This is an optimization exercise on Yosys and OpenROAD, whose aim is small area, a short achievable clock period and few clock cycles per item, not a production implementation. Only simulation tests tie the RTL to the original design; equivalence was not proved. Power figures rest on the tool's default switching activity, not on a simulated workload.

===== flow/design.v =====
`default_nettype none
package lkvc_pkg;
    localparam int MAX_ENTRIES = 16;
    localparam int KEY_BITS    = 16;
    localparam int VALUE_BITS  = 32;
    localparam int APB_ADDR_BITS = 2;
    localparam int APB_DATA_BITS = 32;
    localparam int CAP_BITS      = 5;
    localparam logic [CAP_BITS-1:0]      CAP_RESET        = 5'd16;
    localparam logic [APB_ADDR_BITS-1:0] REG_CAPACITY_ADR = 2'd0;
endpackage
`default_nettype wire
`default_nettype none
module lru_key_value_cache_unit #(
    parameter int MAX_ENTRIES = lkvc_pkg::MAX_ENTRIES,
    parameter int KEY_BITS    = lkvc_pkg::KEY_BITS,
    parameter int VALUE_BITS  = lkvc_pkg::VALUE_BITS,
    localparam int TDATA_W    = ((KEY_BITS + VALUE_BITS + 7) / 8) * 8
) (
    input  wire                                  aclk,
    input  wire                                  aresetn,
    input  wire                                  psel,
    input  wire                                  penable,
    input  wire                                  pwrite,
    input  wire  [lkvc_pkg::APB_ADDR_BITS-1:0]   paddr,
    input  wire  [lkvc_pkg::APB_DATA_BITS-1:0]   pwdata,
    output logic [lkvc_pkg::APB_DATA_BITS-1:0]   prdata,
    output logic                                 pready,
    input  wire                                  s_axis_tvalid,
    output logic                                 s_axis_tready,
    input  wire  [TDATA_W-1:0]                   s_axis_tdata,   
    input  wire  [0:0]                           s_axis_tuser,   
    output logic                                 m_axis_tvalid,
    input  wire                                  m_axis_tready,
    output logic [TDATA_W-1:0]                   m_axis_tdata,   
    output logic [1:0]                           m_axis_tuser    
);
    localparam int N = MAX_ENTRIES;
    localparam int CAP_BITS = lkvc_pkg::CAP_BITS;
    logic [CAP_BITS-1:0] cap_reg;
    logic                cfg_wr;
    assign pready = 1'b1;
    assign cfg_wr = psel && penable && pwrite && (paddr == lkvc_pkg::REG_CAPACITY_ADR);
    logic [CAP_BITS-1:0] rdata_q;
    always_ff @(posedge aclk) begin
        rdata_q <= (paddr == lkvc_pkg::REG_CAPACITY_ADR) ? cap_reg : '0;
    end
    assign prdata = lkvc_pkg::APB_DATA_BITS'(rdata_q);
    always_ff @(posedge aclk) begin
        if (!aresetn) begin
            cap_reg <= lkvc_pkg::CAP_RESET;
        end else if (cfg_wr) begin
            cap_reg <= pwdata[CAP_BITS-1:0];
        end
    end
    logic                  r_valid;
    logic                  r_op;
    logic [KEY_BITS-1:0]   r_key;
    logic [VALUE_BITS-1:0] r_val;
    logic                  m_valid;
    logic                  m_hit;
    logic                  m_ev;
    logic [VALUE_BITS-1:0] m_val;
    logic [KEY_BITS-1:0]   m_evkey;
    logic stall, fire;
    assign stall         = m_valid && !m_axis_tready;
    assign fire          = r_valid && !stall;
    assign s_axis_tready = !(r_valid && stall);
    logic [KEY_BITS-1:0]   key_q [N];
    logic [VALUE_BITS-1:0] val_q [N];
    logic [N-1:0]          vld_q;
    logic [N-1:0]          pre_q;     
    logic                  full_q;    
    logic [N-1:0]          eq;        
    logic                  hit;
    logic                  grow;      
    logic                  full_keep, full_grow;
    logic [N-1:0]          last;      
    logic [N-1:0]          pm;        
    logic [N-1:0]          upd;       
    logic [N-1:0]          en;        
    logic                  put_miss;
    logic                  evict;
    logic [VALUE_BITS-1:0] rd_val;
    logic [KEY_BITS-1:0]   ev_key;    
    logic [N-1:0]          s_eq;      
    logic [N-1:0]          s_pre;     
    logic                  s_eq_r;    
    logic [N-1:0]          drop;      
    logic [N-1:0]          pre_d;
    always_comb begin
        for (int i = 0; i < N; i++) begin
            eq[i] = pre_q[i] && ((i < N - 1) ? !pre_q[(i < N - 1) ? i + 1 : i] : 1'b1);
        end
        hit  = pre_q[0];
        for (int i = 0; i < N; i++) begin
            last[i] = vld_q[i] && ((i < N - 1) ? !vld_q[(i < N - 1) ? i + 1 : i] : 1'b1);
            pm[i]   = full_q ? vld_q[i] : ((i > 0) ? vld_q[(i > 0) ? i - 1 : i] : 1'b1);
        end
        put_miss = r_op && !hit;
        evict    = put_miss && full_q;
        grow     = fire && put_miss && !full_q;
        for (int i = 0; i < N; i++) begin
            upd[i] = pre_q[i] || (put_miss && pm[i]);
            en[i]  = fire && upd[i];
        end
        rd_val = '0;
        ev_key = '0;
        for (int i = 0; i < N; i++) begin
            rd_val = rd_val | (eq[i] ? val_q[i] : '0);
            ev_key = ev_key | (last[i] ? key_q[i] : '0);
        end
        s_eq_r = (s_axis_tdata[KEY_BITS-1:0] == r_key);
        for (int i = 0; i < N; i++) begin
            drop[i] = r_valid && ((hit && eq[i]) || (evict && last[i]));
            s_eq[i] = vld_q[i] && !drop[i] && (s_axis_tdata[KEY_BITS-1:0] == key_q[i]);
        end
        for (int i = N - 1; i >= 0; i--) begin
            s_pre[i] = s_eq[i] || ((i < N - 1) ? s_pre[(i < N - 1) ? i + 1 : i] : 1'b0);
        end
        for (int i = 0; i < N; i++) begin
            if (!(r_valid && upd[i])) begin
                pre_d[i] = s_pre[i];
            end else if (i == 0) begin
                pre_d[i] = s_eq_r || s_pre[0];
            end else begin
                pre_d[i] = s_pre[(i > 0) ? i - 1 : i];
            end
        end
    end
    always_ff @(posedge aclk) begin
        if (en[0]) begin
            key_q[0] <= r_key;
            val_q[0] <= r_op ? r_val : rd_val;
        end
        for (int i = 1; i < N; i++) begin
            if (en[i]) begin
                key_q[i] <= key_q[i-1];
                val_q[i] <= val_q[i-1];
            end
        end
    end
    always_ff @(posedge aclk) begin
        if (!aresetn) begin
            vld_q <= '0;
        end else if (grow) begin
            vld_q <= {vld_q[N-2:0], 1'b1};
        end
    end
    logic [2**CAP_BITS-1:0] n_ge_keep, n_ge_grow;
    always_comb begin
        for (int c = 0; c < 2**CAP_BITS; c++) begin
            if (c == 0) begin
                n_ge_keep[c] = vld_q[0];
                n_ge_grow[c] = 1'b1;
            end else if (c <= N) begin
                n_ge_keep[c] = vld_q[(c <= N) ? c - 1 : 0];
                n_ge_grow[c] = (c == 1) ? 1'b1 : vld_q[(c <= N && c >= 2) ? c - 2 : 0];
            end else begin
                n_ge_keep[c] = vld_q[N-1];
                n_ge_grow[c] = vld_q[N-2];
            end
        end
        full_keep = n_ge_keep[cap_reg];
        full_grow = n_ge_grow[cap_reg];
    end
    always_ff @(posedge aclk) begin
        if (!aresetn) begin
            full_q <= 1'b0;
        end else begin
            full_q <= grow ? full_grow : full_keep;
        end
    end
    always_ff @(posedge aclk) begin
        if (!aresetn) begin
            r_valid <= 1'b0;
        end else if (s_axis_tready) begin
            r_valid <= s_axis_tvalid;
        end
    end
    always_ff @(posedge aclk) begin
        if (s_axis_tready) begin
            r_op  <= s_axis_tuser[0];
            r_key <= s_axis_tdata[KEY_BITS-1:0];
            r_val <= s_axis_tdata[KEY_BITS +: VALUE_BITS];
            pre_q <= pre_d;
        end
    end
    always_ff @(posedge aclk) begin
        if (!aresetn) begin
            m_valid <= 1'b0;
        end else if (!stall) begin
            m_valid <= r_valid;
        end
    end
    always_ff @(posedge aclk) begin
        if (!stall) begin
            m_hit    <= hit;
            m_ev     <= evict;
            m_val    <= r_op ? {VALUE_BITS{1'b0}} : rd_val;
            m_evkey  <= evict ? ev_key : {KEY_BITS{1'b0}};
        end
    end
    assign m_axis_tvalid = m_valid;
    assign m_axis_tuser  = {m_ev, m_hit};
    assign m_axis_tdata  = TDATA_W'({m_evkey, m_val});
endmodule
`default_nettype wire

===== flow/run.sh =====
#!/bin/bash
# synth_recipe.tcl (not shown) runs the flow's synth.tcl, then flattens the netlist and writes it again
# the make line also repeats each setting of config.mk as NAME=value (left out here)
make -C /OpenROAD-flow-scripts/flow DESIGN_CONFIG=/design/flow/config.mk WORK_HOME=/design/flow/orfs CLKGATE_MAP_FILE= SYNTH_SCRIPT=/design/flow/synth_recipe.tcl finish

===== flow/config.mk =====
export PLATFORM = sky130hd
export DESIGN_NAME = lru_key_value_cache_unit
export DESIGN_NICKNAME = lru_key_value_cache_unit
export VERILOG_FILES = /design/flow/design.v
export SDC_FILE = /design/flow/constraint.sdc
export NUM_CORES = 4
export LEC_CHECK = 0
export ABC_CLOCK_PERIOD_IN_PS = 2500
export CAP_MARGIN = 20
export CORE_MARGIN = 2
export CORE_UTILIZATION = 40
export SETUP_SLACK_MARGIN = 2.4
export SLEW_MARGIN = 20

===== flow/constraint.sdc =====
create_clock -name core_clock -period 5.0 [get_ports {aclk}]
set_input_delay 1.0000 -clock core_clock [delete_from_list [all_inputs] [get_ports {aclk}]]
set_output_delay 1.0000 -clock core_clock [all_outputs]
set_load 0.01 [all_outputs]

==> qor.yml, run 1 <==
clock_tree:
  cts_tree: "yes"
  clkLatencyLatePin_ps: 700
  cts_hold_buffers: 0
  clkTransAtPathRegs_ps: 60
  cts.htree.levels: 3
  clockBufferDepth: 3
  root_buffer: "clkbuf_16"
  cts_buffers: 94
  numClockSinks: 912
global_route:
  grt_antenna_before_repair: 4
  grt.overflow.total: 0
  grt_pass1_vias: 23440
  grt_max_degree: 49
  grt_first_pass_wirelength_um: 175300
  grtUsageTotal_pct: 26.08
yosys:
  async_flop_share_pct: 0
  synthXorXnorAreaFrac_pct: 6.475
  synth-simple-area-share_pct: 5.271
  ys_types: 52
  synthMuxAreaShare_pct: 1.578
  ys.warnings.count: 3
  synth_top_family_by_area: "compound AO/OA/AOI/OAI gates"
  ys_ff_latch: 912
  synthAdderAreaFrac_pct: 0
  synth_edf_count: 883
  yosysSeqAreaShare_pct: 73.64
  synthFlopType: "edfxtp_1"
  synth_compound_area_share_pct: 10.38
  syn_avg_cell_area_um2: 16.02
  synth_area_um2: 36790
  syn_inst: 2297
route:
  routed_wl_um: 127100
  vias: 24050
  wire_per_inst_um: 33.71
  drt_pass1_iterations: 7
  ant_nets: 0
  drc: 0
  initialDrtViolationCount: 3811
  post_drt_via_cell_ratio: 6.379
timing:
  max_freq_mhz: 379.2
  relSlewSlack_pct: 17.14
  tightest_slew_ps: 1237
  setup_viol: 0
  rsz0062_at_grt: "true"
  fin_setup_tns_ps: 0
  fin_worst_skew_ps: 60.87
  post-route-min-period_ps: 2637
  final-hold-violation-count: 0
  final-max-slew-violation-count: 0
  period_share_pct: 52.75
finish:
  reg.largest.list: "val_q (512), key_q (256)"
  finalInstanceArea_um2: 43790
  drive_gt1_share_pct: 14.75
  fin_cells: 3771
  regMostFlops: "val_q"
  final_cell_mix: "edfxtp_1, a22oi_1, xor2_1"
  final_common_cell: "edfxtp_1"
  largest_reg_flops: 512
  fin_nets: 2595
  fillCellCount: 7711
  syn_to_final_growth_pct: 19.02
place:
  dpl.hpwl_um: 74010
  io_buffer_count: 119
  gp_congestion: 0.9877
  post_dp_cell_area_um2: 39890
  placed_cells: 3547
floorplanning:
  core.rowCount: 111
  core-area_um2: 91390
  die_y_um: 307.3
  die_w_um: 307.3
  die-area_um2: 94430
  io_pins: 175
  initial_core_util_pct: 40.26
worst_setup_path:
  path_cells: "clkdlybuf4s15_2 > xor2_1 > nor4_1 > nand4_1 > and4_4 > o2111ai_1"
  worstPathMaxFanout: 14
  critPathSlowestCell: "nor4_1"
  cp.required_ps: 5490
  crit_buf_inv: 1
  worstSetupEndpointType: "flip-flop"
  critPathKind: "in2reg"
  slowest_delay_ps: 540
  cp_data_arrival_time_ps: 3130
  crit_family: "simple AND/OR/NAND/NOR gates"
  startpoint_type: "input port"
power_and_ir_drop:
  vdd_ir_drop_max_uv: 308.0
  leakagePower_nw: 14.63
  p_total_mw: 16.54
  p_per_area_nw_per_um2: 377.6
min_path:
  holdCritPathClass: "reg2reg"
flow_run:
  drv_cap: 0
run_status:
  status: "finished clean"
## what timing repair did
| action | CTS | global route |
|---|---|---|
| cloned | 2 | 3 |
| setup endpoints to repair | 592 | 106 |
| gates resized for setup | 109 | 50 |
| pin swaps | 7 | 6 |
| buffers inserted | 29 | 14 |
| endpoints found under the hold margin | 0 | 0 |
## layer usage
layer  share of wire (%)  GRT usage [%]  vias to the layer above
met4                 4.3          11.00                        6
met5               0.032              0                        -
met1                  39          37.15                    12160
li1                    -              -                     9503
met3                  13          5.918                      325
met2                  44          38.51                     2060
## where the power goes
| part | switching, mW | internal [mW] |
|---|---|---|
| Combinational | 0.414 | 0.246 |
| Sequential | 0.0551 | 8.38 |
| Clock | 3.16 | 4.28 |
| Total | 3.63 | 12.9 |
## kinds of logic after synthesis
kind of cell / Yosys count
flip-flops: 912
AO/OA/AOI/OAI: 477
other: 2
AND/OR/NAND/NOR: 359
multiplexers: 54
XOR/XNOR: 272
buffers and inverters: 221
## layout make-up
| type | count | area [um2] | share of cell area (%) |
|---|---|---|---|
| flip-flops and latches | 912 | 27100 | 61.88 |
| multi-input cells | 1194 | 9343 | 21.33 |
| well taps | 1186 | 1484 | 3.388 |
| repair buffers | 263 | 2472 | 5.646 |
| clock buffers | 118 | 2442 | 5.577 |
| inverters | 40 | 166.4 | 0.3800 |
| clock inverters | 56 | 780.7 | 1.783 |
| diodes | 2 | 5.005 | 0.01143 |
## worst reg2reg max path: cells and delay by family (launching register included)
family          cells  cell delay, ps
compound gates      3             590
buf+inv             1             410
simple gates        3             710
flops               1             610
## synth_stat cells, types with 39 or more instances
master	count	share of area (%)
clkbuf_1	120	1.2
a221oi_1	78	1.9
nand4_1	58	0.99
xor2_1	216	5.1
a22o_1	78	1.9
xnor2_1	56	1.3
nor2b_1	50	0.85
edfxtp_1	883	72
mux2i_1	49	1.3
nand3_1	47	0.64
inv_1	39	0.40
nor4_1	46	0.78
a22oi_1	246	5.0
nor2_1	89	0.91
## worst paths after layout
check	from	end	slack [ps]	depth (start not counted)
worst min-delay path	r_key[1]	key_q[0][1]	440	0
worst max register to register	pre_q[8]	pre_q[6]	2430	7
worst min register to register	r_key[1]	key_q[0][1]	440	0
worst max-delay path	s_axis_tdata[2]	pre_q[9]	2360	6
## metrics by stage
stage                     worst slack, ps  utilization, %  hold slack, ps
after CTS                            2240           47.66           440.5
after global placement              846.9           43.65           430.4
after global routing                 2383           47.92           450.5
after floorplan                      1458               -           426.4
final                                2363           47.92           441.6
after detailed placement            839.0           43.65           433.5
Testbench counts, summed over its fixed seeds: cycles 4,816, items 4,800.
==> run 2: changes to the inputs <==
--- a/flow/config.mk
+++ b/flow/config.mk
@@ -10,4 +10,4 @@
 export CORE_MARGIN = 2
 export CORE_UTILIZATION = 40
-export SETUP_SLACK_MARGIN = 2.4
+export SETUP_SLACK_MARGIN = 2.5
 export SLEW_MARGIN = 20
==> qor.yml, run 2 <==
place:
  dpl.hpwl_um: 74070  # about the same
  dp_worst_setup_slack_ps: 1018  # +179.0 ps
  gp_congestion: 1.010  # +2.2%
  io_buffer_count: 119  # unchanged
finish:
  fillCellCount: 7691  # -0.26%
  final_common_cell: "edfxtp_1"
  multi_input_area_um2: 9524  # +1.9%
  fin_nets: 2603  # +0.31%
  syn_to_final_growth_pct: 19.37
  drive_gt1_share_pct: 15.87  # +1.1 points
  final_cell_mix: "edfxtp_1, a22oi_1, xor2_1"
  reg.largest.list: "val_q (512), key_q (256)"
  regArea_um2: 27100  # about the same
  regMostFlops: "val_q"
  largest_reg_flops: 512  # unchanged
worst_setup_path:
  worstSetupEndpointType: "output port"
  path_common_cell: "buf_6"
  cp.required_ps: 4000  # -1490 ps
  slowest_delay_ps: 160  # -380 ps
  crit_start: "m_axis_tready"
  reg2reg_to: "full_q"
  cp_data_arrival_time_ps: 1580  # -1550 ps
  critPathKind: "in2out"
  path_cells: "buf_6 > nor2b_4 > nand2_4 > buf_6"
  endpoint: "s_axis_tready"
  r2r_setup_slack_ps: 2470  # +40 ps
  worstPathMaxFanout: 2  # -12
  critPathSlowestCell: "nor2b_4"
  startpoint_type: "input port"
  reg2reg_from: "pre_q[0]"
  worstRegToRegCells: 8  # +1
min_path:
  holdCritPathClass: "reg2reg"
  hold_path_startpoint: "val_q[11][3]"
floorplanning:
  initial_core_util_pct: 40.26  # unchanged
  io_pins: 175  # unchanged
  die-area_um2: 94430  # unchanged
  core.rowCount: 111  # unchanged
  die_y_um: 307.3  # unchanged
  core-area_um2: 91390  # unchanged
  die_w_um: 307.3  # unchanged
power_and_ir_drop:
  leakagePower_nw: 14.76  # +0.86%
  p_sw_mw: 3.562  # -1.9%
  p_int_mw: 12.41  # -3.9%
  clkPwrFrac_pct: 42.9  # -2.1 points
  vdd_ir_drop_max_uv: 263.2  # -15%
  seqPwrFrac_pct: 52.8  # +1.8 points
  netSwitchingFraction_pct: 22.30  # +0.36 points
  p_per_area_nw_per_um2: 363.6  # -3.7%
  pwr-share-comb_pct: 4.3  # +0.3 points
global_route:
  grt_max_degree: 50  # +2.0%
  grt_first_pass_wirelength_um: 177300  # +1.1%
  grt_pass1_vias: 23590  # +0.63%
  grtUsageTotal_pct: 26.28  # +0.20 points
  grt_antenna_before_repair: 5  # +1
  grt.overflow.total: 0  # unchanged
run_status:
  status: "finished clean"
yosys:
  netlist.top_cell.by_area: "edfxtp_1"
  synth_top_area_share_pct: 72.06  # unchanged
  ys.warnings.count: 3  # unchanged
  yosys-top-cells-area: "edfxtp_1, xor2_1, a22oi_1"
  synth_most_common_cell: "edfxtp_1"
  yosys-top-cells-count: "edfxtp_1, a22oi_1, xor2_1, clkbuf_1, nor2_1"
  synth_area_um2: 36790  # unchanged
  yosysSeqAreaShare_pct: 73.64  # unchanged
  synthFlopType: "edfxtp_1"
  synth_edf_count: 883  # unchanged
  ys_types: 52  # unchanged
  syn_avg_cell_area_um2: 16.02  # unchanged
  ys_ff_latch: 912  # unchanged
  async_flop_share_pct: 0  # unchanged
  syn_inst: 2297  # unchanged
clock_tree:
  numClockSinks: 912  # unchanged
  root_buffer: "clkbuf_16"
  cts.htree.levels: 3  # unchanged
  clkLatencyLatePin_ps: 690  # about the same
  cts_buffers: 96  # +2.1%
  clockBufferDepth: 3  # unchanged
  clkTransAtPathRegs_ps: 60  # about the same
  cts_tree: "yes"
route:
  drc: 0  # unchanged
  initialDrtViolationCount: 4206  # +10%
  drt_pass1_iterations: 7  # unchanged
  wl_met2_um: 55470  # about the same
  vias: 24160  # +0.45%
  routed_wl_um: 127700  # +0.41%
  post_drt_via_cell_ratio: 6.386  # +0.11%
  highest_layer: "met5"
  ant_nets: 0  # unchanged
  wl_met1_um: 50200  # +0.20%
  wl_met3_um: 16780  # +4.6%
  wire_per_inst_um: 33.74  # about the same
timing:
  relSlewSlack_pct: 27.75  # +11 points
  rsz0062_at_grt: "true"
  fin_setup_tns_ps: 0  # unchanged
  layout_setup_ws_ps: 2422  # +59.23 ps
  period_share_pct: 51.56  # -1.2 points
  fin_worst_skew_ps: 48.26  # -12.62 ps
  tightest_slew_ps: 1079  # -158.6 ps
  final-max-slew-violation-count: 0  # unchanged
  max_freq_mhz: 387.9  # +2.3%
  post-route-min-period_ps: 2578  # -59.23 ps
  final-hold-violation-count: 0  # unchanged
  setup_viol: 0  # unchanged
flow_run:
  drv_cap: 0  # unchanged
[run 2: power by group through the flow]
stage          logic [mW]  registers (mW)  clock network, mW
6_report            0.685            8.43               6.85
5_1_grt             0.714            8.44               7.23
4_1_cts             0.661            8.43               6.93
3_5_place_dp        0.635            8.59                  0
3_3_place_gp        0.636            8.59                  0
2_1_floorplan       0.328            8.59                  0
[run 2: critical path: cells and delay by family]
family / cells / cell delay (ps)
and+or+nand+nor: 2 / 300
buffers and inverters: 2 / 250
[run 2: cell type report]
class	count	area share, %
diodes	2	0.01139
clock buffers	123	5.700
clock inverters	58	1.080
inverters	40	0.3789
multi-input cells	1193	21.68
flip-flops and latches	912	61.71
well taps	1186	3.379
repair buffers	270	6.056
[run 2: worst min-delay path by stage]
stage,end,slack [ps],cells past startpoint
global placement,val_q[12][12],430,0
CTS,val_q[14][2],450,0
floorplan,val_q[10][13],430,0
global route,val_q[13][9],460,0
detailed placement,val_q[2][13],430,0
finish,val_q[12][3],450,0
[run 2: stage by stage]
step | power [mW] | hold slack [ps] | utilization [%] | cell area [um2] | std cells
floorplan | 8.917 | 426.4 | - | 37000 | 2323
global placement | 9.229 | 427.8 | 43.66 | 39890 | 3541
detailed placement | 9.229 | 433.2 | 43.66 | 39890 | 3541
CTS | 16.03 | 447.4 | 47.69 | 43580 | 3759
global route | 16.38 | 455.8 | 48.06 | 43920 | 3783
finish | 15.97 | 448.0 | 48.06 | 43920 | 3784
[run 2: cell families after synthesis]
group                  after synthesis  synth area share (%)
other                                2               0.02041
AND/OR/NAND/NOR                    359                 5.271
flip-flops                         912                 73.64
buffers and inverters              221                 2.635
XOR/XNOR                           272                 6.475
AO/OA/AOI/OAI                      477                 10.38
multiplexers                        54                 1.578
[run 2: layer usage]
metal  vias to the layer above  global-route usage, %
li1                       9510                      -
met5                         -                      0
met2                      2027                  38.63
met1                     12300                  36.97
met4                         4                  10.63
met3                       322                  7.123
[run 2: what timing repair did]
item | in CTS | in global routing
hold endpoints to repair | 0 | 0
setup endpoints to repair | 878 | 146
resized for setup | 178 | 52
hold buffers | 0 | 0
pin swaps | 13 | 13
setup buffers | 34 | 21
gates cloned | 3 | 2
==> run 3: changes to the inputs <==
--- a/flow/config.mk
+++ b/flow/config.mk
@@ -10,4 +10,6 @@
 export CORE_MARGIN = 2
 export CORE_UTILIZATION = 40
+export CTS_CLUSTER_DIAMETER = 120
+export CTS_CLUSTER_SIZE = 24
 export SETUP_SLACK_MARGIN = 2.5
 export SLEW_MARGIN = 20
==> qor.yml, run 3 <==
finish:
  final_common_cell: "edfxtp_1"
  largest_reg_flops: 512  # unchanged
  drive_gt1_share_pct: 13.83  # -2.0 points
  fin_nets: 2558  # -1.7%
  final_cell_mix: "edfxtp_1, a22oi_1, xor2_1"
  reg.largest.list: "val_q (512), key_q (256)"
  regMostFlops: "val_q"
  syn_to_final_growth_pct: 15.28
yosys:
  yosys-top-cells-area: "edfxtp_1, xor2_1, a22oi_1"
  ys.warnings.count: 3  # unchanged
  syn_inst: 2297  # unchanged
  ys_ff_latch: 912  # unchanged
  synth_edf_count: 883  # unchanged
  synth_area_um2: 36790  # unchanged
  ys_types: 52  # unchanged
  netlist.top_cell.by_area: "edfxtp_1"
  synthFlopType: "edfxtp_1"
  yosys-top-cells-count: "edfxtp_1, a22oi_1, xor2_1, clkbuf_1, nor2_1"
  async_flop_share_pct: 0  # unchanged
  synth_most_common_cell: "edfxtp_1"
  syn_avg_cell_area_um2: 16.02  # unchanged
  yosysSeqAreaShare_pct: 73.64  # unchanged
  synth_top_area_share_pct: 72.06  # unchanged
worst_setup_path:
  cp_data_arrival_time_ps: 1610  # +30 ps
  cp.required_ps: 4000  # about the same
  worstPathMaxFanout: 2  # unchanged
  critPathKind: "in2out"
  worstSetupEndpointType: "output port"
  startpoint_type: "input port"
floorplanning:
  die-area_um2: 94430  # unchanged
  initial_core_util_pct: 40.26  # unchanged
  core.rowCount: 111  # unchanged
  die_y_um: 307.3  # unchanged
  core-area_um2: 91390  # unchanged
  io_pins: 175  # unchanged
  die_w_um: 307.3  # unchanged
clock_tree:
  clockBufferDepth: 3  # unchanged
  cts_tree: "yes"
  cts_hold_buffers: 0  # unchanged
  cts.htree.levels: 2  # -1
  clkTransAtPathRegs_ps: 100  # +40 ps
  cts_buffers: 44  # -54%
  root_buffer: "clkbuf_16"
  clkLatencyLatePin_ps: 660  # -30 ps
  numClockSinks: 912  # unchanged
route:
  ant_nets: 0  # unchanged
  initialDrtViolationCount: 4012  # -4.6%
  wire_per_inst_um: 34.44  # +2.1%
  drt_pass1_iterations: 6  # -1
  drc: 0  # unchanged
  routed_wl_um: 126600  # -0.85%
  vias: 23720  # -1.8%
  post_drt_via_cell_ratio: 6.454  # +1.1%
global_route:
  grt_pass1_vias: 22980  # -2.6%
  grt_max_degree: 50  # unchanged
  grtUsageTotal_pct: 25.97  # -0.31 points
  grt_antenna_before_repair: 7  # +2
  grt_first_pass_wirelength_um: 175500  # -0.99%
  grt.overflow.total: 0  # unchanged
power_and_ir_drop:
  vdd_ir_drop_max_uv: 230.1  # -13%
  p_int_mw: 10.33  # -17%
  pwr-share-comb_pct: 5.2  # +0.9 points
  seqPwrFrac_pct: 63.5  # +11 points
  netSwitchingFraction_pct: 22.14  # -0.16 points
  clkPwrFrac_pct: 31.4  # -12 points
  p_sw_mw: 2.938  # -18%
  p_per_area_nw_per_um2: 312.8  # -14%
  leakagePower_nw: 14.01  # -5.1%
timing:
  setup_viol: 0  # unchanged
  rsz0062_at_grt: "true"
  max_freq_mhz: 383.1  # -1.2%
  whs_ps: 432.0  # -15.99 ps
  final-max-slew-violation-count: 0  # unchanged
  fin_worst_skew_ps: 45.52  # -2.733 ps
  fin_setup_tns_ps: 0  # unchanged
  post-route-min-period_ps: 2610  # +32.03 ps
  relSlewSlack_pct: 29.96  # +2.2 points
  final-hold-violation-count: 0  # unchanged
  period_share_pct: 52.20  # +0.64 points
  tightest_slew_ps: 1046  # -32.94 ps
place:
  gp_congestion: 1.010  # unchanged
  io_buffer_count: 119  # unchanged
  dpl.hpwl_um: 74070  # unchanged
run_status:
  status: "finished clean"
min_path:
  holdCritPathClass: "reg2reg"
flow_run:
  drv_cap: 0  # unchanged
[run 3: changes by cell type in the layout (fill, tap and decap cells not counted), sizes merged, moves of 4 or more]
cell,delta
clkbuf,-63
inv,-4
bufinv,-4
clkinvlp,-5
clkinv,-40
buf,+7
[run 3: layer usage]
metal  vias to the layer above  global-route usage, %  share of wire, %
met3                       316                  6.758                13
li1                       9345                      -                 -
met4                         6                  9.257               4.0
met5                         -                      0             0.030
met2                      1981                  38.78                44
met1                     12070                  36.70                40
[run 3: worst paths after layout]
kind	from	endpoint	slack, ps	cells past startpoint
hold reg to reg	val_q[13][24]	val_q[14][24]	430	0
setup / recovery	m_axis_tready	s_axis_tready	2390	4
hold / removal	val_q[13][24]	val_q[14][24]	430	0
setup reg to reg	pre_q[0]	pre_q[7]	2510	9
[run 3: final cells by class]
type	count	area (um2)
clock inverter	5	101.3
sequential	912	27100
timing repair buffer	277	2781
clock buffer	60	1192
multi-input combinational	1193	9578
tap	1186	1484
fill	7845	48970
inverter	40	170.2
antenna	2	5.005
[run 3: cells by family (layout without fill, tap and decap cells)]
family                    after synthesis  count (layout)  synth area share [%]
buffers and inverters                 221             382                 2.635
DFF                                   912             912                 73.64
AOI/OAI and AO/OA                     477             477                 10.38
other                                   2              30               0.02041
xor gates and xnor gates              272             272                 6.475
muxes                                  54              54                 1.578
and+or+nand+nor                       359             362                 5.271
[run 3: what timing repair did]
action,in CTS,in global routing
cloned,3,3
hold endpoints to repair,0,0
buffers inserted,37,24
gates resized for setup,180,70
setup endpoints to repair,882,273
pin swaps,16,10
[run 3: worst max-delay path: stages]
cell,delay [ps]
buf_6,90
nor2b_4,180
nand2_4,160
buf_6,170
[run 3: metrics by stage]
stage | power [mW] | setup WS (ps) | util [%] | cell area, um2 | cells
floorplan | 8.917 | 1458 | - | 37000 | 2323
global route | 13.59 | 2406 | 46.41 | 42410 | 3674
detailed placement | 9.229 | 1018 | 43.66 | 39890 | 3541
finish | 13.27 | 2390 | 46.42 | 42420 | 3675
global placement | 9.229 | 1050 | 43.66 | 39890 | 3541
CTS | 13.30 | 2284 | 45.90 | 41940 | 3646
[run 3: power groups by stage]
| stage | sequential (mW) | combinational, mW | clock [mW] |
|---|---|---|---|
| final | 8.42 | 0.687 | 4.16 |
| after global routing | 8.43 | 0.718 | 4.44 |
| after CTS | 8.42 | 0.657 | 4.22 |
| after detailed placement | 8.59 | 0.635 | 0 |
| after global placement | 8.59 | 0.636 | 0 |
| after floorplan | 8.59 | 0.328 | 0 |
==> run 4: changes to the inputs <==
--- a/flow/config.mk
+++ b/flow/config.mk
@@ -9,5 +9,5 @@
 export CAP_MARGIN = 20
 export CORE_MARGIN = 2
-export CORE_UTILIZATION = 40
+export CORE_UTILIZATION = 45
 export CTS_CLUSTER_DIAMETER = 120
 export CTS_CLUSTER_SIZE = 24
==> qor.yml, run 4 <==
run_status:
  status: "finished clean"
floorplanning:
  core-area_um2: 80680  # -12%
  die_y_um: 289.9  # -5.6%
  die_w_um: 289.9  # -5.6%
  core.rowCount: 104  # -6.3%
  die-area_um2: 84070  # -11%
  io_pins: 175  # unchanged
  initial_core_util_pct: 45.61  # +5.3 points
timing:
  whs_ps: 450.1  # +18.08 ps
  setup_viol: 0  # unchanged
  fin_worst_skew_ps: 38.99  # -6.530 ps
  relSlewSlack_pct: 21.22  # -8.7 points
  fin_setup_tns_ps: 0  # unchanged
  max_freq_mhz: 388.0  # +1.3%
  final-max-slew-violation-count: 0  # unchanged
  period_share_pct: 51.54  # -0.66 points
  rsz0062_at_grt: "true"
  layout_setup_ws_ps: 2423  # +32.98 ps
  tightest_slew_ps: 1176  # +130.5 ps
  final-hold-violation-count: 0  # unchanged
  post-route-min-period_ps: 2577  # -32.98 ps
finish:
  largest_reg_flops: 512  # unchanged
  regMostFlops: "val_q"
  fin_nets: 2547  # -0.43%
  syn_to_final_growth_pct: 13.66
  regArea_um2: 27100  # about the same
  reg.largest.list: "val_q (512), key_q (256)"
  final_common_cell: "edfxtp_1"
  fillCellCount: 6641  # -15%
  multi_input_area_um2: 9458  # -1.3%
  final_util_pct: 51.84  # +5.4 points
  final_cell_mix: "edfxtp_1, a22oi_1, xor2_1"
  drive_gt1_share_pct: 12.69  # -1.1 points
power_and_ir_drop:
  p_per_area_nw_per_um2: 314.7  # +0.59%
  leakagePower_nw: 13.85  # -1.1%
  vdd_ir_drop_max_uv: 278.8  # +21%
min_path:
  min_to: "val_q[11][26]"
  worstHoldPathCells: 0  # unchanged
  holdCritPathClass: "reg2reg"
  hold_path_startpoint: "val_q[10][26]"
clock_tree:
  numClockSinks: 912  # unchanged
  clkTransAtPathRegs_ps: 110  # about the same
  cts.htree.levels: 2  # unchanged
  clkLatencyLatePin_ps: 650  # about the same
  cts_tree: "yes"
  cts_buffers: 44  # unchanged
  root_buffer: "clkbuf_16"
  clockBufferDepth: 3  # unchanged
global_route:
  grt_pass1_vias: 22960  # -0.070%
  grt.overflow.total: 0  # unchanged
  grtUsageTotal_pct: 28.67  # +2.7 points
  grt_first_pass_wirelength_um: 173100  # -1.4%
  grt_max_degree: 59  # +18%
  grt_antenna_before_repair: 2  # -5
yosys:
  ys_types: 52  # unchanged
  synth_top_area_share_pct: 72.06  # unchanged
  synthFlopType: "edfxtp_1"
  synth_edf_count: 883  # unchanged
  ys.warnings.count: 3  # unchanged
  async_flop_share_pct: 0  # unchanged
  yosys-top-cells-count: "edfxtp_1, a22oi_1, xor2_1, clkbuf_1, nor2_1"
  yosys-top-cells-area: "edfxtp_1, xor2_1, a22oi_1"
  yosysSeqAreaShare_pct: 73.64  # unchanged
  synth_area_um2: 36790  # unchanged
  ys_ff_latch: 912  # unchanged
  netlist.top_cell.by_area: "edfxtp_1"
  syn_avg_cell_area_um2: 16.02  # unchanged
  synth_most_common_cell: "edfxtp_1"
  syn_inst: 2297  # unchanged
worst_setup_path:
  crit_start: "m_axis_tready"
  critPathKind: "in2out"
  worstPathMaxFanout: 2  # unchanged
  reg2reg_from: "vld_q[0]"
  crit_family: "buffers and inverters"
  cp.required_ps: 4000  # about the same
  slowest_delay_ps: 140  # -40 ps
  startpoint_type: "input port"
  path_common_cell: "buf_6"
  reg2reg_to: "pre_q[0]"
  path_cells: "buf_6 > nor2b_4 > buf_12 > nand2_8 > buf_6"
  critPathSlowestCell: "nor2b_4"
  crit_buf_inv: 3  # +1
  worstSetupEndpointType: "output port"
  r2r_setup_slack_ps: 2490  # -20 ps
  cp_data_arrival_time_ps: 1580  # -30 ps
  worstRegToRegCells: 7  # -2
route:
  drt_pass1_iterations: 8  # +2
  wire_per_inst_um: 35.10  # +1.9%
  initialDrtViolationCount: 3659  # -8.8%
  routed_wl_um: 123800  # -2.2%
  drc: 0  # unchanged
  ant_nets: 0  # unchanged
  vias: 23460  # -1.1%
  post_drt_via_cell_ratio: 6.648  # +3.0%
place:
  gp_congestion: 1.015  # +0.52%
  dp_worst_setup_slack_ps: 735.2  # -282.8 ps
  io_buffer_count: 119  # unchanged
  dpl.hpwl_um: 72740  # -1.8%
flow_run:
  drv_cap: 0  # unchanged
==> run 4: cell counts after synthesis <==
Identical to the previous run, type by type.
==> run 4: worst register-to-register path, cell delays in order (launching register included) <==
cell       delay, ps
dfxtp_1          550
nor2b_1          190
buf_4            370
a21oi_1          130
o2111ai_1        460
nor4_4           110
nor4_1           290
nand4_1          150
==> run 4: how the worst max path moves through the flow <==
stage	to	cells after the start
after floorplan	full_q	8
after global placement	pre_q[7]	9
after detailed placement	pre_q[7]	9
after CTS	s_axis_tready	5
after global routing	s_axis_tready	5
final	s_axis_tready	5
==> run 4: repair_timing <==
action,4_1_cts,5_1_grt
gates resized for setup,175,57
endpoints found under the setup margin,926,294
cloned,2,1
pin swaps,20,7
buffers inserted,47,12
hold buffers,0,0
==> run 4: power breakdown <==
group	leakage, nW	internal (mW)	switching, mW
registers	8.46	8.37	0.0493
clock network	0.596	1.66	2.42
logic	4.80	0.241	0.424
==> run 4: final cells by class <==
class | instances | share of cell area, %
tap | 1060 | 3.171
antenna | 2 | 0.01197
clock inverter | 5 | 0.1705
sequential | 912 | 64.80
timing repair buffer | 266 | 6.106
clock buffer | 50 | 2.738
inverter | 40 | 0.3860
multi-input combinational | 1193 | 22.62
==> run 4: layer usage <==
layer,global-route usage (%),routed length (um),up-vias
met5,0,0,-
met4,10.05,4788,0
met3,7.001,15400,284
met2,43.25,54600,1945
met1,40.69,49050,11890
li1,-,-,9339
==> run 4: kinds of logic after synthesis <==
family          share of synthesized area, %
xor+xnor                               6.475
other cells                          0.02041
buf+inv                                2.635
flops                                  73.64
compound gates                         10.38
simple gates                           5.271
mux                                    1.578
==> run 4: through the flow <==
step / instance area [um2] / cells / power (mW)
2_1_floorplan: 37000 / 2323 / 8.917
3_3_place_gp: 39650 / 3409 / 9.221
3_5_place_dp: 39650 / 3409 / 9.222
4_1_cts: 41520 / 3513 / 13.20
5_1_grt: 41820 / 3526 / 13.48
6_report: 41820 / 3528 / 13.16
==> run 5: changes to the inputs <==
--- a/flow/config.mk
+++ b/flow/config.mk
@@ -12,4 +12,4 @@
 export CTS_CLUSTER_DIAMETER = 120
 export CTS_CLUSTER_SIZE = 24
-export SETUP_SLACK_MARGIN = 2.5
+export SETUP_SLACK_MARGIN = 2.55
 export SLEW_MARGIN = 20
==> qor.yml, run 5 <==
power_and_ir_drop:
  p_total_mw: 13.17  # about the same
  pwr-share-comb_pct: 5.1  # about the same
  clkPwrFrac_pct: 31.0  # about the same
  p_int_mw: 10.27  # about the same
  p_per_area_nw_per_um2: 314.1  # -0.18%
  netSwitchingFraction_pct: 21.97  # +0.024 points
  leakagePower_nw: 13.90  # +0.35%
  vdd_ir_drop_max_uv: 278.5  # -0.13%
  seqPwrFrac_pct: 63.9  # about the same
  p_sw_mw: 2.893  # +0.17%
place:
  placed_cells: 3409  # unchanged
  dpl.hpwl_um: 72740  # unchanged
  post_dp_cell_area_um2: 39650  # unchanged
  gp_congestion: 1.015  # unchanged
  dp_worst_setup_slack_ps: 735.2  # unchanged
  io_buffer_count: 119  # unchanged
finish:
  fin_cells: 3538  # +0.28%
  syn_to_final_growth_pct: 13.93
  final_cell_mix: "edfxtp_1, a22oi_1, xor2_1"
  reg.largest.list: "val_q (512), key_q (256)"
  final_common_cell: "edfxtp_1"
  finalInstanceArea_um2: 41920  # +0.24%
  fin_nets: 2557  # +0.39%
  regMostFlops: "val_q"
  drive_gt1_share_pct: 13.09  # +0.39 points
  fillCellCount: 6624  # -0.26%
  largest_reg_flops: 512  # unchanged
floorplanning:
  die_w_um: 289.9  # unchanged
  die_y_um: 289.9  # unchanged
  io_pins: 175  # unchanged
  initial_core_util_pct: 45.61  # unchanged
  core-area_um2: 80680  # unchanged
  core.rowCount: 104  # unchanged
  die-area_um2: 84070  # unchanged
route:
  drt_pass1_iterations: 6  # -2
  ant_nets: 0  # unchanged
  highest_layer: "met5"
  vias: 23590  # +0.58%
  initialDrtViolationCount: 3668  # +0.25%
  wl_met3_um: 15780  # +2.5%
  drc: 0  # unchanged
  post_drt_via_cell_ratio: 6.668  # +0.30%
  wire_per_inst_um: 35.29  # +0.53%
  routed_wl_um: 124900  # +0.82%
  wl_met1_um: 49200  # +0.30%
  wl_met2_um: 54420  # -0.33%
run_status:
  status: "finished clean"
global_route:
  grt_pass1_vias: 23030  # +0.31%
  grt.overflow.total: 0  # unchanged
  grt_max_degree: 59  # unchanged
  grtUsageTotal_pct: 28.71  # +0.046 points
  grt_first_pass_wirelength_um: 173400  # +0.16%
  grt_antenna_before_repair: 3  # +1
yosys:
  yosys-top-cells-area: "edfxtp_1, xor2_1, a22oi_1"
  syn_avg_cell_area_um2: 16.02  # unchanged
  synth_most_common_cell: "edfxtp_1"
  synth_edf_count: 883  # unchanged
  ys_ff_latch: 912  # unchanged
  ys.warnings.count: 3  # unchanged
  syn_inst: 2297  # unchanged
  netlist.top_cell.by_area: "edfxtp_1"
  yosys-top-cells-count: "edfxtp_1, a22oi_1, xor2_1, clkbuf_1, nor2_1"
  yosysSeqAreaShare_pct: 73.64  # unchanged
  synthFlopType: "edfxtp_1"
  ys_types: 52  # unchanged
  async_flop_share_pct: 0  # unchanged
  synth_area_um2: 36790  # unchanged
  synth_top_area_share_pct: 72.06  # unchanged
flow_run:
  drv_cap: 0  # unchanged
timing:
  tightest_slew_ps: 1174  # -2.481 ps
  fin_worst_skew_ps: 34.60  # -4.391 ps
  post-route-min-period_ps: 2592  # +15.32 ps
  relSlewSlack_pct: 21.38  # +0.17 points
  max_freq_mhz: 385.7  # -0.59%
  fin_setup_tns_ps: 0  # unchanged
  rsz0062_at_grt: "true"
  layout_setup_ws_ps: 2408  # -15.32 ps
  final-max-slew-violation-count: 0  # unchanged
  setup_viol: 0  # unchanged
  period_share_pct: 51.85  # +0.31 points
  final-hold-violation-count: 0  # unchanged
worst_setup_path:
  cp.required_ps: 5390  # +1390 ps
  crit_family: "simple AND/OR/NAND/NOR gates"
  reg2reg_to: "pre_q[0]"
  cp_data_arrival_time_ps: 2980  # +1400 ps
  reg2reg_from: "vld_q[0]"
  path_cells: "nor2b_1 > buf_4 > a21oi_1 > o2111ai_1 > nor4_4 > nor4_1 > nand4_1"
  crit_buf_inv: 1  # -2
  worstPathMaxFanout: 17  # +15
  critPathKind: "reg2reg"
  r2r_setup_slack_ps: 2410  # -80 ps
  worstSetupEndpointType: "flip-flop"
  startpoint_type: "flip-flop"
  slowest_delay_ps: 580  # +440 ps
  worstRegToRegCells: 7  # unchanged
  critPathSlowestCell: "dfxtp_1"
min_path:
  worstHoldPathCells: 0  # unchanged
  min_to: "val_q[3][0]"
  hold_path_startpoint: "val_q[2][0]"
  holdCritPathClass: "reg2reg"
clock_tree:
  clkLatencyLatePin_ps: 650  # about the same
  numClockSinks: 912  # unchanged
  clockBufferDepth: 3  # unchanged
  clkTransAtPathRegs_ps: 110  # about the same
  cts.htree.levels: 2  # unchanged
  cts_buffers: 44  # unchanged
  cts_hold_buffers: 0  # unchanged
  cts_tree: "yes"
  root_buffer: "clkbuf_16"
run 5: cell counts after synthesis:
Identical to the previous run, type by type.
run 5: per-stage QoR:
step / utilization, % / hold slack [ps]
floorplan: - / 426.4
global placement: 49.15 / 428.6
detailed placement: 49.15 / 432.4
CTS: 51.60 / 453.4
global route: 51.95 / 464.2
finish: 51.96 / 447.7
run 5: worst max path at each step:
stage / from / to / slack, ps / cells past startpoint
global placement: s_axis_tdata[7] / pre_q[7] / 740 / 9
global route: m_axis_tready / s_axis_tready / 2390 / 5
finish: vld_q[0] / pre_q[0] / 2410 / 7
floorplan: m_axis_tready / full_q / 1460 / 8
CTS: m_axis_tready / s_axis_tready / 2200 / 5
detailed placement: s_axis_tdata[7] / pre_q[7] / 740 / 9
run 5: routing by layer:
| layer | vias to the layer above | global-route usage, % |
|---|---|---|
| li1 | 9357 | - |
| met1 | 12000 | 40.36 |
| met2 | 1905 | 43.09 |
| met3 | 327 | 7.590 |
| met4 | 2 | 10.56 |
| met5 | - | 0 |
run 5: logic make-up after synthesis:
kind of cell / Yosys count / synth area share [%]
compound gates: 477 / 10.38
xor+xnor: 272 / 6.475
flops: 912 / 73.64
buf+inv: 221 / 2.635
simple gates: 359 / 5.271
mux: 54 / 1.578
other cells: 2 / 0.02041
run 5: cell type report:
type,count,area (um2),area share (%)
tap,1060,1326,3.164
inverter,40,166.4,0.3970
clock buffer,50,1145,2.731
sequential,912,27100,64.65
clock inverter,5,71.32,0.1701
antenna,2,5.005,0.01194
multi-input combinational,1194,9453,22.55
timing repair buffer,275,2651,6.325
run 5: worst reg2reg max path: stages (launching register included):
cell and delay, ps:
dfxtp_1 580, nor2b_1 200, buf_4 380, a21oi_1 140, o2111ai_1 450, nor4_4 120, nor4_1 330, nand4_1 150
run 5: power by group through the flow:
stage / registers [mW] / clock network (mW) / logic [mW]
2_1_floorplan: 8.59 / 0 / 0.328
3_3_place_gp: 8.59 / 0 / 0.629
3_5_place_dp: 8.59 / 0 / 0.628
4_1_cts: 8.42 / 4.13 / 0.649
5_1_grt: 8.43 / 4.36 / 0.701
6_report: 8.42 / 4.08 / 0.670
run 5: repair_timing:
action,CTS,global route
setup endpoints to repair,928,300
gates cloned,3,1
setup buffers,52,16
resized for setup,194,59
pin swaps,27,6
==> run 6: changes to the inputs <==
--- a/flow/config.mk
+++ b/flow/config.mk
@@ -9,5 +9,5 @@
 export CAP_MARGIN = 20
 export CORE_MARGIN = 2
-export CORE_UTILIZATION = 45
+export CORE_UTILIZATION = 40
 export CTS_CLUSTER_DIAMETER = 120
 export CTS_CLUSTER_SIZE = 24
==> qor.yml, run 6 <==
yosys:
  yosys-top-cells-area: "edfxtp_1, xor2_1, a22oi_1"
  ys.warnings.count: 3  # unchanged
  syn_inst: 2297  # unchanged
  async_flop_share_pct: 0  # unchanged
  syn_avg_cell_area_um2: 16.02  # unchanged
  yosysSeqAreaShare_pct: 73.64  # unchanged
  yosys-top-cells-count: "edfxtp_1, a22oi_1, xor2_1, clkbuf_1, nor2_1"
  synth_edf_count: 883  # unchanged
  synth_area_um2: 36790  # unchanged
  synth_most_common_cell: "edfxtp_1"
  netlist.top_cell.by_area: "edfxtp_1"
  synth_top_area_share_pct: 72.06  # unchanged
  ys_types: 52  # unchanged
  ys_ff_latch: 912  # unchanged
  synthFlopType: "edfxtp_1"
place:
  placed_cells: 3541  # +3.9%
  io_buffer_count: 119  # unchanged
  dpl.hpwl_um: 74070  # +1.8%
  gp_congestion: 1.010  # -0.52%
  post_dp_cell_area_um2: 39890  # +0.61%
  dp_worst_setup_slack_ps: 1018  # +282.8 ps
finish:
  drive_gt1_share_pct: 14.10  # +1.0 points
  fin_nets: 2567  # +0.39%
  largest_reg_flops: 512  # unchanged
  reg.largest.list: "val_q (512), key_q (256)"
  regMostFlops: "val_q"
  final_cell_mix: "edfxtp_1, a22oi_1, xor2_1"
  final_util_pct: 46.51  # -5.5 points
  fin_cells: 3686  # +4.2%
  final_common_cell: "edfxtp_1"
  fillCellCount: 7826  # +18%
  syn_to_final_growth_pct: 15.51
  finalInstanceArea_um2: 42500  # +1.4%
route:
  drt_pass1_iterations: 6  # unchanged
  highest_layer: "met5"
  wl_met3_um: 15850  # +0.47%
  wire_per_inst_um: 34.42  # -2.4%
  routed_wl_um: 126900  # +1.6%
  post_drt_via_cell_ratio: 6.503  # -2.5%
  wl_met1_um: 50800  # +3.3%
  initialDrtViolationCount: 3889  # +6.0%
  vias: 23970  # +1.6%
  drc: 0  # unchanged
  ant_nets: 0  # unchanged
  wl_met2_um: 55000  # +1.1%
clock_tree:
  root_buffer: "clkbuf_16"
  cts_tree: "yes"
  cts_hold_buffers: 0  # unchanged
  cts_buffers: 44  # unchanged
  clkTransAtPathRegs_ps: 110  # about the same
  cts.htree.levels: 2  # unchanged
  clockBufferDepth: 3  # unchanged
  clkLatencyLatePin_ps: 660  # about the same
  numClockSinks: 912  # unchanged
worst_setup_path:
  cp.required_ps: 4000  # -1390 ps
  worstPathMaxFanout: 2  # -15
  startpoint_type: "input port"
  reg2reg_from: "vld_q[7]"
  path_common_cell: "buf_6"
  crit_start: "m_axis_tready"
  endpoint: "s_axis_tready"
  worstSetupEndpointType: "output port"
  path_cells: "buf_6 > nor2b_4 > nand2_4 > buf_6"
  slowest_delay_ps: 170  # -410 ps
  path_depth: 4  # -3
  critPathSlowestCell: "nor2b_4"
  reg2reg_to: "pre_q[7]"
  critPathKind: "in2out"
  cp_data_arrival_time_ps: 1580  # -1400 ps
  crit_buf_inv: 2  # +1
  crit_family: "simple AND/OR/NAND/NOR gates"
  worstRegToRegCells: 7  # unchanged
  r2r_setup_slack_ps: 2530  # +120 ps
floorplanning:
  die_w_um: 307.3  # +6.0%
  io_pins: 175  # unchanged
  core-area_um2: 91390  # +13%
  die_y_um: 307.3  # +6.0%
  core.rowCount: 111  # +6.7%
  die-area_um2: 94430  # +12%
  initial_core_util_pct: 40.26  # -5.3 points
global_route:
  grt_pass1_vias: 23080  # +0.20%
  grt.overflow.total: 0  # unchanged
  grt_antenna_before_repair: 5  # +2
  grtUsageTotal_pct: 26.25  # -2.5 points
  grt_max_degree: 50  # -15%
  grt_first_pass_wirelength_um: 177200  # +2.2%
timing:
  layout_setup_ws_ps: 2417  # +9.450 ps
  fin_worst_skew_ps: 46.14  # +11.54 ps
  final-hold-violation-count: 0  # unchanged
  post-route-min-period_ps: 2583  # -9.450 ps
  relSlewSlack_pct: 28.46  # +7.1 points
  fin_setup_tns_ps: 0  # unchanged
  setup_viol: 0  # unchanged
  final-max-slew-violation-count: 0  # unchanged
  max_freq_mhz: 387.1  # +0.37%
  tightest_slew_ps: 1068  # -105.7 ps
  period_share_pct: 51.66  # -0.19 points
  rsz0062_at_grt: "true"
flow_run:
  drv_cap: 0  # unchanged
power_and_ir_drop:
  vdd_ir_drop_max_uv: 228.8  # -18%
  p_per_area_nw_per_um2: 312.3  # -0.58%
  leakagePower_nw: 14.03  # +0.94%
run_status:
  status: "finished clean"
min_path:
  holdCritPathClass: "reg2reg"
  hold_path_startpoint: "val_q[13][24]"
[run 6: cell counts after synthesis]
No cell type changed its count.
[run 6: cell type report]
type	instances	area, um2	area share, %
Sequential cell	912	27100	63.77
Multi-Input combinational cell	1193	9562	22.50
Timing Repair Buffer	286	2878	6.771
Tap cell	1186	1484	3.491
Clock buffer	60	1192	2.805
Inverter	40	170.2	0.4004
Clock inverter	5	101.3	0.2385
Antenna cell	4	10.01	0.02355
[run 6: cells by family (layout without fill, tap and decap cells)]
kind of cell,count (synthesis),in the layout,synth area share [%]
buffers and inverters,221,391,2.635
AND/OR/NAND/NOR,359,362,5.271
XOR/XNOR,272,272,6.475
flip-flops,912,912,73.64
AO/OA/AOI/OAI,477,477,10.38
multiplexers,54,54,1.578
other,2,32,0.02041
[run 6: per-stage QoR]
stage / hold slack, ps / power, mW
3_5_place_dp: 433.2 / 9.229
5_1_grt: 444.4 / 13.60
3_3_place_gp: 427.8 / 9.229
4_1_cts: 420.4 / 13.31
2_1_floorplan: 426.4 / 8.917
6_report: 419.5 / 13.27
[run 6: worst min path at each step]
stage / to / slack, ps / cells after the start
after floorplan: val_q[10][13] / 430 / 0
after global placement: val_q[12][12] / 430 / 0
after detailed placement: val_q[2][13] / 430 / 0
after CTS: val_q[3][20] / 420 / 0
after global routing: val_q[3][20] / 440 / 0
final: val_q[14][24] / 420 / 0
[run 6: worst register-to-register path, stage by stage, from the launching register on]
cell      delay, ps
dfxtp_1         590
nor2b_1         200
buf_4           400
a22oi_1         170
o2111a_1        270
nand4_1         140
and4_4          320
o211ai_1        140
[run 6: what timing repair did]
action                                  CTS  global route
endpoints found under the setup margin  891           199
cloned                                    6             0
pin swaps                                24             8
setup buffers                            49            21
gates resized for setup                 207            59
[run 6: power breakdown]
group	internal (mW)	switching [mW]
sequential	8.37	0.0511
combinational	0.256	0.438
clock	1.71	2.45
[run 6: layer usage]
metal / up-vias / global-route usage, %
li1: 9371 / -
met1: 12290 / 37.36
met2: 1984 / 38.99
met3: 318 / 6.510
met4: 4 / 9.677
met5: - / 0
==> run 7: changes to the inputs <==
--- a/flow/config.mk
+++ b/flow/config.mk
@@ -10,6 +10,6 @@
 export CORE_MARGIN = 2
 export CORE_UTILIZATION = 40
-export CTS_CLUSTER_DIAMETER = 120
-export CTS_CLUSTER_SIZE = 24
-export SETUP_SLACK_MARGIN = 2.55
+export CTS_CLUSTER_DIAMETER = 100
+export CTS_CLUSTER_SIZE = 20
+export SETUP_SLACK_MARGIN = 2.5
 export SLEW_MARGIN = 20
==> qor.yml, run 7 <==
run_status:
  status: "finished clean"
yosys:
  async_flop_share_pct: 0  # unchanged
  ys_ff_latch: 912  # unchanged
  synth_top_area_share_pct: 72.06  # unchanged
  syn_inst: 2297  # unchanged
  syn_avg_cell_area_um2: 16.02  # unchanged
  yosys-top-cells-area: "edfxtp_1, xor2_1, a22oi_1"
  synth_edf_count: 883  # unchanged
  synthFlopType: "edfxtp_1"
  yosys-top-cells-count: "edfxtp_1, a22oi_1, xor2_1, clkbuf_1, nor2_1"
  ys.warnings.count: 3  # unchanged
  synth_most_common_cell: "edfxtp_1"
  netlist.top_cell.by_area: "edfxtp_1"
  ys_types: 52  # unchanged
  synth_area_um2: 36790  # unchanged
  yosysSeqAreaShare_pct: 73.64  # unchanged
clock_tree:
  cts_tree: "yes"
  root_buffer: "clkbuf_16"
  clkLatencyLatePin_ps: 700  # +40 ps
  clockBufferDepth: 3  # unchanged
  cts.htree.levels: 2  # unchanged
  clkTransAtPathRegs_ps: 80  # -30 ps
  numClockSinks: 912  # unchanged
  cts_buffers: 52  # +18%
  cts_hold_buffers: 0  # unchanged
power_and_ir_drop:
  p_per_area_nw_per_um2: 319.6  # +2.3%
  vdd_ir_drop_max_uv: 269.5  # +18%
  leakagePower_nw: 14.14  # +0.81%
place:
  placed_cells: 3541  # unchanged
  io_buffer_count: 119  # unchanged
  dpl.hpwl_um: 74070  # unchanged
  gp_congestion: 1.010  # unchanged
finish:
  multi_input_area_um2: 9577  # +0.16%
  regArea_um2: 27100  # about the same
  final_cell_mix: "edfxtp_1, a22oi_1, xor2_1"
  syn_to_final_growth_pct: 16.15
  final_common_cell: "edfxtp_1"
  drive_gt1_share_pct: 14.39  # +0.29 points
  fin_cells: 3697  # +0.30%
  reg.largest.list: "val_q (512), key_q (256)"
  fin_nets: 2575  # +0.31%
  fillCellCount: 7793  # -0.42%
  regMostFlops: "val_q"
  final_util_pct: 46.76  # +0.26 points
  largest_reg_flops: 512  # unchanged
timing:
  fin_worst_skew_ps: 64.59  # +18.46 ps
  whs_ps: 414.9  # -4.569 ps
  relSlewSlack_pct: 26.92  # -1.5 points
  max_freq_mhz: 386.6  # -0.13%
  setup_viol: 0  # unchanged
  period_share_pct: 51.73  # +0.069 points
  final-max-slew-violation-count: 0  # unchanged
  fin_setup_tns_ps: 0  # unchanged
  post-route-min-period_ps: 2586  # +3.450 ps
  final-hold-violation-count: 0  # unchanged
  tightest_slew_ps: 1091  # +23.00 ps
  rsz0062_at_grt: "true"
route:
  drt_pass1_iterations: 6  # unchanged
  initialDrtViolationCount: 4088  # +5.1%
  drc: 0  # unchanged
  ant_nets: 0  # unchanged
  post_drt_via_cell_ratio: 6.440  # -0.98%
  routed_wl_um: 127200  # +0.28%
  wire_per_inst_um: 34.42  # about the same
  vias: 23810  # -0.68%
floorplanning:
  die-area_um2: 94430  # unchanged
  die_w_um: 307.3  # unchanged
  core-area_um2: 91390  # unchanged
  core.rowCount: 111  # unchanged
  io_pins: 175  # unchanged
  die_y_um: 307.3  # unchanged
  initial_core_util_pct: 40.26  # unchanged
min_path:
  worstHoldPathCells: 0  # unchanged
  holdCritPathClass: "reg2reg"
global_route:
  grt_max_degree: 50  # unchanged
  grt_pass1_vias: 23110  # +0.16%
  grt.overflow.total: 0  # unchanged
  grt_antenna_before_repair: 6  # +1
  grt_first_pass_wirelength_um: 175900  # -0.75%
  grtUsageTotal_pct: 26.03  # -0.22 points
worst_setup_path:
  worstRegToRegCells: 9  # +2
  startpoint_type: "input port"
  worstPathMaxFanout: 2  # unchanged
  worstSetupEndpointType: "output port"
  cp_data_arrival_time_ps: 1590  # about the same
  critPathKind: "in2out"
  cp.required_ps: 4000  # about the same
flow_run:
  drv_cap: 0  # unchanged
run 7: cell count changes in the layout (fill, tap and decap cells not counted), sizes merged:
| cell | delta |
|---|---|
| buf | -6 |
| dlymetal6s2s | +1 |
| diode | -1 |
| inv | +1 |
| clkdlybuf4s15 | +3 |
| bufbuf | -1 |
| clkbuf | +14 |
run 7: cell families (layout without fill, tap and decap cells):
| kind of cell | Yosys count | count (layout) | synth area share (%) |
|---|---|---|---|
| xor+xnor | 272 | 272 | 6.475 |
| flops | 912 | 912 | 73.64 |
| buf+inv | 221 | 403 | 2.635 |
| simple gates | 359 | 362 | 5.271 |
| other cells | 2 | 31 | 0.02041 |
| compound gates | 477 | 477 | 10.38 |
| mux | 54 | 54 | 1.578 |
run 7: worst paths after layout:
path	startpoint	endpoint	slack [ps]
setup / recovery	m_axis_tready	s_axis_tready	2410
hold / removal	val_q[2][20]	val_q[3][20]	410
setup reg to reg	pre_q[0]	val_q[8][23]	2510
hold reg to reg	val_q[2][20]	val_q[3][20]	410
run 7: routing by layer:
layer | routed length, um | global-route usage (%)
met5 | 46 | 0
met2 | 55060 | 38.38
met1 | 49940 | 36.97
met4 | 5603 | 10.19
met3 | 16590 | 6.600
run 7: power by group:
group	switching [mW]	internal, mW
logic	0.436	0.255
clock network	2.57	1.98
registers	0.0513	8.37
total	3.06	10.6
run 7: through the flow:
step	setup slack (ps)	cell area, um2	total power, mW
final	2414	42740	13.66
after detailed placement	1018	39890	9.229
after CTS	2236	42230	13.66
after global placement	1050	39890	9.229
after floorplan	1458	37000	8.917
after global routing	2401	42730	13.98
run 7: cell type report:
class | count | share of cell area [%]
Clock buffer | 71 | 3.259
Antenna cell | 3 | 0.01757
Inverter | 40 | 0.3982
Multi-Input combinational cell | 1193 | 22.41
Timing Repair Buffer | 286 | 6.766
Clock inverter | 6 | 0.2606
Sequential cell | 912 | 63.42
Tap cell | 1186 | 3.472
run 7: worst max-delay path, cell delays in order:
cell,delay [ps]
buf_6,90
nor2b_4,170
nand2_4,150
buf_6,160
run 7: timing repair:
| action | CTS | global route |
|---|---|---|
| cloned | 4 | 3 |
| setup buffers | 44 | 25 |
| endpoints found under the setup margin | 884 | 238 |
| pin swaps | 15 | 12 |
| gates resized for setup | 181 | 71 |

## separate check: timing with driven ports
The flow's constraints put no driver on any port. The routed layouts listed below were extracted and timed again, unchanged, in two steps. Step 1 sets driving cells, clkbuf_16 on the clock port and buf_2 on the other inputs (assumed; they add their load-dependent delay and slew). Step 2, shift: input delay + t, output delay - t, t = (earliest + latest rising clock arrival at the registers) / 2. This alone moves slack from input paths to output paths. Three values: no drivers, after step 1, after step 2; two values: the first two.
run | t (ns) | slack for setup (ns) | worst setup path after step 2 | latest minus earliest clock arrival (ns) | worst slew at a driven data input, ns
run 1 | 0.742 | 2.363 / 2.344 / 1.602 | input to register | 0.064 / 0.065 | 0.09
run 2 | 0.724 | 2.422 / 2.388 / 1.733 | input to register | 0.049 / 0.049 | 0.11
run 3 | 0.698 | 2.390 / 2.356 / 1.822 | input to register | 0.048 / 0.049 | 0.10
run 4 | 0.696 | 2.423 / 2.391 / 1.738 | input to register | 0.039 / 0.039 | 0.11
run 5 | 0.696 | 2.408 / 2.393 / 1.778 | input to register | 0.037 / 0.037 | 0.10
run 6 | 0.697 | 2.417 / 2.367 / 1.755 | input to register | 0.048 / 0.048 | 0.10
run 7 | 0.730 | 2.414 / 2.379 / 1.741 | input to register | 0.065 / 0.065 | 0.11
After both steps every run listed still meets setup and hold. For run 1, which loses most, drivers alone change the setup slack by -0.019 ns; drivers and shift together by -0.761 ns.
